From an optimization exercise on the open Yosys and OpenROAD flow, aimed at small area, a short achievable clock period and few clock cycles per item; shortcuts taken in it are not production practice. The RTL was checked by simulation tests, not by an equivalence proof against the original design. No activity file was given, so power comes from the tool's default toggle rates.

==> flow/design.v (excerpt) <==
module gomoku_top (
    input  logic               clock,
    input  logic               rst,
    input  logic [5-1:0] awaddr,
    input  logic               awvalid,
    output logic               awready,
    input  logic [32-1:0] wdata,
    input  logic               wvalid,
    output logic               wready,
    output logic               bvalid,
    output logic [1:0]         bresp,
    input  logic               bready,
    input  logic [5-1:0] araddr,
    input  logic               arvalid,
    output logic               arready,
    output logic               rvalid,
    output logic [32-1:0] rdata,
    output logic [1:0]         rresp,
    input  logic               rready,
    output logic [6:0]         hex0,
    output logic [6:0]         hex1,
    output logic [7:0]         ledr,
    output logic [7:0]         ledg
);
    logic                                 clear;
    logic                                 wr_en;
    logic                                 diag;
    logic [3:0][4:0]               s1;
    logic [3:0][4:0]               s2;
    logic                                 neg1;
    logic                                 top2;
    logic [4-1:0]                  pick_row;
    logic [4-1:0]                  last_row;
    logic [4-1:0]                  last_col;
    logic                                 white;
    logic                                 won;
    logic                                 five;
    gomoku_pkg::cell_t                    pt;
    logic [16-1:0][1:0]           lo1;
    logic [16-1:0][1:0]           lo2;
    logic [16-1:0][1:0]           hi1;
    logic [16-1:0][1:0]           hi2;
    logic [16-1:0]                p1_b;
    logic [16-1:0]                p1_w;
    logic [16-1:0]                p2_b;
    logic [16-1:0]                p2_w;
    assign pt = gomoku_pkg::cell_t'({p1_w[pick_row], p1_b[pick_row]});
    gomoku_regs u_regs (
        .clock, .rst,
        .awaddr, .awvalid, .awready, .wdata, .wvalid, .wready,
        .bvalid, .bresp, .bready,
  ...
clock: 8.0 ns
lec_check: 0
abc_clock_period_in_ps: 3000
cap_margin: 20
core_margin: 2
core_utilization: 30
cts_buf_list: sky130_fd_sc_hd__clkbuf_16
cts_cluster_diameter: 80
cts_cluster_size: 25
place_density: 0.8
setup_slack_margin: 4.6
slew_margin: 20
tns_end_percent: 25
run.sh (not shown) runs the stock make flow with config.mk's settings and CLKGATE_MAP_FILE= SYNTH_SCRIPT=/design/flow/synth_recipe.tcl, a recipe that flattens the netlist after the stock synthesis.
The baseline ran to the end with no violations.
Testbench counts at the start, summed over its fixed seeds: cycles 17,312, moves 3,200.
Change:
Settings changed: SETUP_SLACK_MARGIN 4.6 to 4.4.
Result: Design area came out lower by 0.81%. Final cell count stays flat. Wire length drops by 1.0%. Die area does not change. Non-clock buffer count fell by 2. Sequential power stays flat. Power hardly moves. Global-route usage barely changes. Core utilization fell by 0.27 points. Clock skew stays flat.
Change:
Settings changed: PLACE_DENSITY 0.8 to unset, SETUP_SLACK_MARGIN 4.4 to 5.
What happened: Die area does not change. Worst setup slack improved by 0.27 ns. Sequential share of layout area decreases by 1.4 points. Clock skew decreases by 0.0080 ns. Fmax increases by 8.1%. Design area increases by 4.4%. Register-to-register slack improved by 0.27 ns.

== build 81 ==
gomoku_top again, from the RTL that the note above started with.
Design gomoku_top, start of the top module:
module gomoku_top (
    input  logic               clock,
    input  logic               rst,
    input  logic [5-1:0] awaddr,
    input  logic               awvalid,
    output logic               awready,
    input  logic [32-1:0] wdata,
    input  logic               wvalid,
    output logic               wready,
    output logic               bvalid,
    output logic [1:0]         bresp,
    input  logic               bready,
    input  logic [5-1:0] araddr,
    input  logic               arvalid,
    output logic               arready,
    output logic               rvalid,
    output logic [32-1:0] rdata,
    output logic [1:0]         rresp,
    input  logic               rready,
    output logic [6:0]         hex0,
    output logic [6:0]         hex1,
    output logic [7:0]         ledr,
    output logic [7:0]         ledg
);
    logic                                 clear;
    logic                                 wr_en;
    logic                                 diag;
    logic [3:0][4:0]               s1;
    logic [3:0][4:0]               s2;
    logic                                 neg1;
    logic                                 top2;
    logic [4-1:0]                  pick_row;
    logic [4-1:0]                  last_row;
    logic [4-1:0]                  last_col;
    logic                                 white;
    logic                                 won;
    logic                                 five;
    gomoku_pkg::cell_t                    pt;
    logic [16-1:0][1:0]           lo1;
    logic [16-1:0][1:0]           lo2;
    logic [16-1:0][1:0]           hi1;
    logic [16-1:0][1:0]           hi2;
    logic [16-1:0]                p1_b;
    logic [16-1:0]                p1_w;
    logic [16-1:0]                p2_b;
    logic [16-1:0]                p2_w;
    assign pt = gomoku_pkg::cell_t'({p1_w[pick_row], p1_b[pick_row]});
    gomoku_regs u_regs (
  ...
clock: 8.0 ns
lec_check: 0
abc_clock_period_in_ps: 3000
cap_margin: 20
core_margin: 2
core_utilization: 30
cts_buf_list: sky130_fd_sc_hd__clkbuf_16
cts_cluster_diameter: 80
cts_cluster_size: 25
place_density: 0.8
setup_slack_margin: 4.8
slew_margin: 20
tns_end_percent: 35
Testbench counts of build 81, summed over its fixed seeds: cycles 17,312, moves 3,200.
The following lists how build 77 was set up differently from build 81:
# build 81
export LEC_CHECK = 0
export ABC_CLOCK_PERIOD_IN_PS = 3000
export CAP_MARGIN = 20
export CORE_MARGIN = 2
export CORE_UTILIZATION = 30
export CTS_BUF_LIST = sky130_fd_sc_hd__clkbuf_16
export CTS_CLUSTER_DIAMETER = 80
export CTS_CLUSTER_SIZE = 25
export PLACE_DENSITY = 0.8
export SETUP_SLACK_MARGIN = 4.8
export SLEW_MARGIN = 20
export TNS_END_PERCENT = 35
create_clock -name core_clock -period 8.0 [get_ports {clock}]
# build 77
export LEC_CHECK = 0
export ABC_CLOCK_PERIOD_IN_PS = 3000
export CAP_MARGIN = 20
export CORE_MARGIN = 2
export CORE_UTILIZATION = 30
export CTS_BUF_LIST = sky130_fd_sc_hd__clkbuf_16
export CTS_CLUSTER_DIAMETER = 80
export CTS_CLUSTER_SIZE = 25
export PLACE_DENSITY = 0.8
export SETUP_SLACK_MARGIN = 4.0
export SLEW_MARGIN = 20
export TNS_END_PERCENT = 25
create_clock -name core_clock -period 8.0 [get_ports {clock}]
### Flow results
- Cmp build 77 vs build 81: multi-input gate share of the layout cell area higher in build 77
- The number of port buffers was comparable across build 77 and build 81.
- [compare] base=build 81 new=build 77: part of the power in the clock network shows a reduction of 0.9 points; non-clock buffer count shows a reduction of 19%.
- Looking at total global-route track usage, build 77 sits 0.35 points lower than build 81 does.
- The estimated power of build 77 ends up lower than the estimate for build 81.
- [compare] base=build 81 new=build 77: number of clock sinks level; clock skew stayed essentially flat; total instance count after detailed placement about even.
- Between build 77 and build 81, the non-clock buffering overhead in the final layout is higher for build 81.
- Build 77 ends up with a data arrival time of the critical path that is 0.63 ns higher than in build 81.
The inputs of build 22 differ from those of build 77 as listed below.
# build 77
export LEC_CHECK = 0
export ABC_CLOCK_PERIOD_IN_PS = 3000
export CAP_MARGIN = 20
export CORE_MARGIN = 2
export CORE_UTILIZATION = 30
export CTS_BUF_LIST = sky130_fd_sc_hd__clkbuf_16
export CTS_CLUSTER_DIAMETER = 80
export CTS_CLUSTER_SIZE = 25
export PLACE_DENSITY = 0.8
export SETUP_SLACK_MARGIN = 4.0
export SLEW_MARGIN = 20
export TNS_END_PERCENT = 25
create_clock -name core_clock -period 8.0 [get_ports {clock}]
# build 22
export LEC_CHECK = 0
export ABC_CLOCK_PERIOD_IN_PS = 3000
export CAP_MARGIN = 20
export CORE_MARGIN = 2
export CORE_UTILIZATION = 30
export CTS_BUF_LIST = sky130_fd_sc_hd__clkbuf_16
export CTS_CLUSTER_DIAMETER = 80
export CTS_CLUSTER_SIZE = 25
export PLACE_DENSITY = 0.8
export SETUP_SLACK_MARGIN = 4.7
export SLEW_MARGIN = 20
export TNS_END_PERCENT = 25
create_clock -name core_clock -period 8.0 [get_ports {clock}]
--- outcome ---
Build 22 reports its timing startpoint of the critical path as u_regs.white while build 77 reports u_regs.s2[13].
Between build 77 and build 22, the flow reports starting DRC count in detailed routing increasing by more than 10%.
Build 22 ends up with a met2 demand-to-capacity share in global routing that is 0.51 points higher than in build 77.
Compared to build 77, build 22 has logic depth of the worst path, buffers included 9 lower.
Build 22 has area growth from synthesis to layout above what build 77 had.
Looking at relative max-transition margin, build 22 sits above build 77.
For the all-layer global routing usage, build 22 came in 0.40 points higher than build 77 did.
Build 22 improves on build 77 in top achievable clock speed.
Going from build 77 to build 22, design area went up by about 3.3%; number of buffer and inverter stages on the critical path went up; part of the power in the clock network was more or less identical.
> inputs changed (build 22 -> build 65)
# build 22
export LEC_CHECK = 0
export ABC_CLOCK_PERIOD_IN_PS = 3000
export CAP_MARGIN = 20
export CORE_MARGIN = 2
export CORE_UTILIZATION = 30
export CTS_BUF_LIST = sky130_fd_sc_hd__clkbuf_16
export CTS_CLUSTER_DIAMETER = 80
export CTS_CLUSTER_SIZE = 25
export PLACE_DENSITY = 0.8
export SETUP_SLACK_MARGIN = 4.7
export SLEW_MARGIN = 20
export TNS_END_PERCENT = 25
create_clock -name core_clock -period 8.0 [get_ports {clock}]
# build 65
export LEC_CHECK = 0
export ABC_CLOCK_PERIOD_IN_PS = 3000
export CAP_MARGIN = 20
export CORE_MARGIN = 2
export CORE_UTILIZATION = 30
export CTS_BUF_LIST = sky130_fd_sc_hd__clkbuf_16
export CTS_CLUSTER_DIAMETER = 80
export CTS_CLUSTER_SIZE = 25
export PLACE_DENSITY = 0.8
export SETUP_SLACK_MARGIN = 5
export SLEW_MARGIN = 20
export TNS_END_PERCENT = 25
create_clock -name core_clock -period 8.0 [get_ports {clock}]
### Flow results
- Comparing build 22 and build 65, final worst-path cycle share is lower on build 65.
- As of build 65, met2 wire length had risen by a few percent compared to build 22.
- Min final critical-path setup slack across build 22 and build 65: build 22
- Build 65 vs build 22 on setup skew after layout: build 65 is the higher one.
- A critical path startpoint of u_regs.lo2[23] is what build 65 shows, while u_regs.white belongs to build 22.
- Wire length of the first global-routing pass of build 65 exceeds that of build 22 by a few percent.
- Per the comparison of build 65 with build 22, arrival time at the worst endpoint went up, minimum setup slack after placement now larger.
Modified inputs, build 12 compared to build 65
# build 65
export LEC_CHECK = 0
export ABC_CLOCK_PERIOD_IN_PS = 3000
export CAP_MARGIN = 20
export CORE_MARGIN = 2
export CORE_UTILIZATION = 30
export CTS_BUF_LIST = sky130_fd_sc_hd__clkbuf_16
export CTS_CLUSTER_DIAMETER = 80
export CTS_CLUSTER_SIZE = 25
export PLACE_DENSITY = 0.8
export SETUP_SLACK_MARGIN = 5
export SLEW_MARGIN = 20
export TNS_END_PERCENT = 25
create_clock -name core_clock -period 8.0 [get_ports {clock}]
# build 12
export LEC_CHECK = 0
export ABC_CLOCK_PERIOD_IN_PS = 3000
export CAP_MARGIN = 20
export CORE_MARGIN = 2
export CORE_UTILIZATION = 30
export CTS_BUF_LIST = sky130_fd_sc_hd__clkbuf_16
export CTS_CLUSTER_DIAMETER = 80
export CTS_CLUSTER_SIZE = 25
export PLACE_DENSITY = 0.8
export SETUP_SLACK_MARGIN = 4.8
export SLEW_MARGIN = 20
export TNS_END_PERCENT = 25
create_clock -name core_clock -period 8.0 [get_ports {clock}]
- Clock period minus final worst setup slack delta for build 12 relative to build 65: 0.085 ns higher
- Across build 12 and build 65, none had a timing, DRC or antenna violation.
- Portion of the layout cell area used by non-clock buffers ends up higher on build 65.
- First-pass GRT wire length, build 12 vs build 65: down by a few percent
- The run with more routed wire is build 65, not build 12.
- Between build 12 and build 65, the data required time of the critical path figures differ only marginally.

## afterwards: timing with drivers on the ports
In the flow no input, the clock included, has a driving cell. The finished layouts below were timed again as built, in two steps.
Step 1, drivers: a clkbuf_16 drives clock and a buf_2 each remaining input, both assumed.
Step 2 moves the port delays by t, midway between the first and last clock arrival at a register: inputs arrive t later, outputs are due t later. That takes back most of the time a late clock gives input paths.
a / b / c = no drivers / after step 1 / after step 2; a / b = the first two.
run | shift t [ns] | setup WS [ns] | hold slack, ns | latest minus earliest clock arrival (ns) | pins driven straight from the clock port
the first run of note 1 | 0.700 | 4.561 / 4.493 / 4.051 | 0.497 / 0.497 / 0.497 | 0.025 / 0.025 | 1
the second run of note 1 | 0.702 | 4.396 / 4.364 / 3.903 | 0.497 / 0.497 / 0.497 | 0.029 / 0.029 | 1
the third run of note 1 | 0.659 | 4.666 / 4.666 / 4.339 | 0.495 / 0.495 / 0.495 | 0.020 / 0.021 | 1
build 81 | 0.714 | 4.641 / 4.618 / 4.098 | 0.494 / 0.494 / 0.494 | 0.033 / 0.033 | 1
build 77 | 0.706 | 4.008 / 4.008 / 3.551 | 0.500 / 0.500 / 0.500 | 0.031 / 0.031 | 1
build 22 | 0.704 | 4.597 / 4.531 / 4.075 | 0.497 / 0.497 / 0.497 | 0.025 / 0.025 | 1
build 65 | 0.713 | 4.728 / 4.728 / 4.203 | 0.501 / 0.501 / 0.501 | 0.034 / 0.034 | 1
build 12 | 0.714 | 4.643 / 4.620 / 4.068 | 0.494 / 0.494 / 0.494 | 0.033 / 0.033 | 1
After both steps every run listed still meets setup and hold. The setup slack of build 12, which loses most, moves by -0.023 ns with the drivers and by -0.575 ns with both steps.
